This is an optimization exercise on Yosys and OpenROAD, whose aim is small area, a short achievable clock period and few clock cycles, not a production implementation.
The RTL was checked by simulation tests, not by an equivalence proof against the original design.
Power and IR drop assume default switching activity.

==> v24 <==
// qsim_top
module qsim_top (
  input  logic        clk,
  input  logic        reset_n,
  input  logic        dut_valid,
  output logic        dut_ready,
  output logic [15:0] in_read_address,
  input  logic [63:0] in_read_data,
  output logic [15:0] gate_read_address,
  input  logic [63:0] gate_read_data,
  output logic        out_write_enable,
  output logic [15:0] out_write_address,
  output logic [63:0] out_write_data
);
Settings: LEC_CHECK=0, CAP_MARGIN=20, CORE_MARGIN=2, CORE_UTILIZATION=55, CTS_CLUSTER_DIAMETER=60, CTS_CLUSTER_SIZE=28, SETUP_SLACK_MARGIN=5, SLEW_MARGIN=20; clock period 12.5 ns.
standard.sh (not shown) runs the stock make flow with config.mk's settings and CLKGATE_MAP_FILE= SYNTH_SCRIPT=/design/flow/synth_recipe.tcl, a recipe that flattens the netlist after the stock synthesis.
==> flow/flow/run.sh <==
#!/bin/bash
# Standard synthesis unchanged, then the standard layout with repair_timing
# asked to leave more setup slack than the 12.5 ns clock needs.
set -euo pipefail
MARGIN=$(cat flow/margin.txt)
bash standard.sh synth > synth.log 2>&1
bash standard.sh SETUP_SLACK_MARGIN=$MARGIN finish > layout.log 2>&1
==> flow/flow/margin.txt <==
8.25
==> inputs of v39, as changes to v24 <==
==> flow/flow/margin.txt (replaced) <==
8
- CORE_UTILIZATION: 55 -> 60
==> inputs of v37, as changes to v24 <==
==> flow/flow/margin.txt (replaced) <==
8.6
- CTS_CLUSTER_DIAMETER: 60 -> not set
- CTS_CLUSTER_SIZE: 28 -> not set
==> comparison table <==
metric	v37	v39	v24
Outcome	timing/DRC/antenna clean	timing/DRC/antenna clean	timing/DRC/antenna clean
Largest driver fanout on the critical path	8	41	8
Met2 WL post-DR	309.7 mm	298.4 mm	294.7 mm
GR Util met3	15.51%	17.98%	13.92%
Number of DRC markers after the initial detailed-route iteration	19,200	19,690	18,150
H-tree depth	5	4	4
Core area	318,100 um2	291,300 um2	318,100 um2
Worst EP arrival	5.25 ns	5.29 ns	5.34 ns
Number of buffers inserted during clock tree synthesis	335	220	234
Worst flop-to-flop path startpoint	u_ctrl.s4_v$_SDFF_PN0_	u_ctrl.s1_pos[1]$_DFF_P_	u_ctrl.s4_v$_SDFF_PN0_
Last weighted congestion value of the routability-driven placer	0.9850	1.003	0.9674
Vias in the first global route	138,800	142,600	135,000
Well-tap cell count	4,180	3,900	4,180
Number of fill cells in the layout	24,830	22,860	26,160
Area of the multi-input gates	104,100 um2	100,300 um2	101,800 um2
Vertical die dimension	569.4 um	545.3 um	569.4 um
Total half-perimeter wirelength after legalization and detailed placement	438.3 mm	447.7 mm	435.5 mm
Horizontal die dimension	569.4 um	545.3 um	569.4 um
Combinational power	29,900 uW	29,800 uW	28,700 uW
Number of antenna violations at the first check in global routing	52	89	57
Number of inserted diodes	36	92	54
CP Data Required Time	13.28 ns	13.18 ns	13.33 ns
Total die area	324,200 um2	297,400 um2	324,200 um2
Drt first pass iters	14	9	9
Post-cts resize count	1,858	281	742
Testbench counts of v24, summed over its fixed seeds: cycles 58,226.
Testbench counts of v39, summed over its fixed seeds: cycles 58,226.
Testbench counts of v37, summed over its fixed seeds: cycles 58,226.

---

==> job 9996 <==
Starting RTL as in the previous note.
clock: 12.5 ns
lec_check: 0
cap_margin: 20
core_margin: 2
core_utilization: 60
cts_cluster_diameter: 60
cts_cluster_size: 28
setup_slack_margin: 5
slew_margin: 20
==> flow/flow/margin.txt <==
8.25
Scripts as last shown in full above: flow/flow/run.sh
==> inputs of job 5980, as changes to job 9996 <==
==> flow/flow/margin.txt (replaced) <==
8
CORE_UTILIZATION = 55   (was 60)
==> impl_metrics.toml <==
[floorplan]
fp.dieW_um = 545

[power_and_ir_drop]
vdd_drop_max_mv = 0.502

[critical_path]
max_stage_delay_ns = 0.46

[worst_hold_path]
hold_end = "u_buffer.ring0[5][26]"

[clock_tree]
cts_buffers = 218

[outcome]
status = "finished clean"
(the above is from job 9996)
==> impl_metrics.toml <==
[floorplan]
fp.dieW_um = 569

[power_and_ir_drop]
vdd_drop_max_mv = 0.308

[critical_path]
max_stage_delay_ns = 0.54

[worst_hold_path]
hold_end = "u_buffer.ring1[12][61]"

[route]
wl_met2_um = 294000

[outcome]
status = "finished clean"
(the above is from job 5980)
Testbench counts of job 9996, summed over its fixed seeds: cycles 58,226.
Testbench counts of job 5980, summed over its fixed seeds: cycles 58,226.

[separate check: timing with driven ports]
The flow's constraints put no driver on any port. The routed layouts listed below were extracted and timed again, unchanged, in two steps. Step 1 assumes that a clkbuf_16 drives the clock port and a buf_2 every other input. Step 2 adds t to the input delays and takes it off the output delays; t is the mean of the earliest and latest rising clock arrival at the registers after step 1. Input paths then give back, and output paths get back, about the clock's delay inside the block. a / b / c = no drivers / after step 1 / after step 2; a / b = the first two.
run | shift t [ns] | setup slack, ns | worst setup path after step 2 | pins driven straight from the clock port
v24 | 1.081 | 7.984 / 7.984 / 7.536 | input to register | 1
v39 | 1.066 | 7.884 / 7.884 / 7.633 | input to register | 1
v37 | 1.052 | 8.029 / 8.029 / 7.731 | input to register | 1
job 9996 | 1.078 | 7.937 / 7.937 / 7.364 | input to register | 1
job 5980 | 1.083 | 7.920 / 7.920 / 7.082 | input to register | 1
After both steps every run listed still meets setup and hold. For job 5980, which loses most, drivers alone change the setup slack by 0.000 ns; drivers and shift together by -0.838 ns.
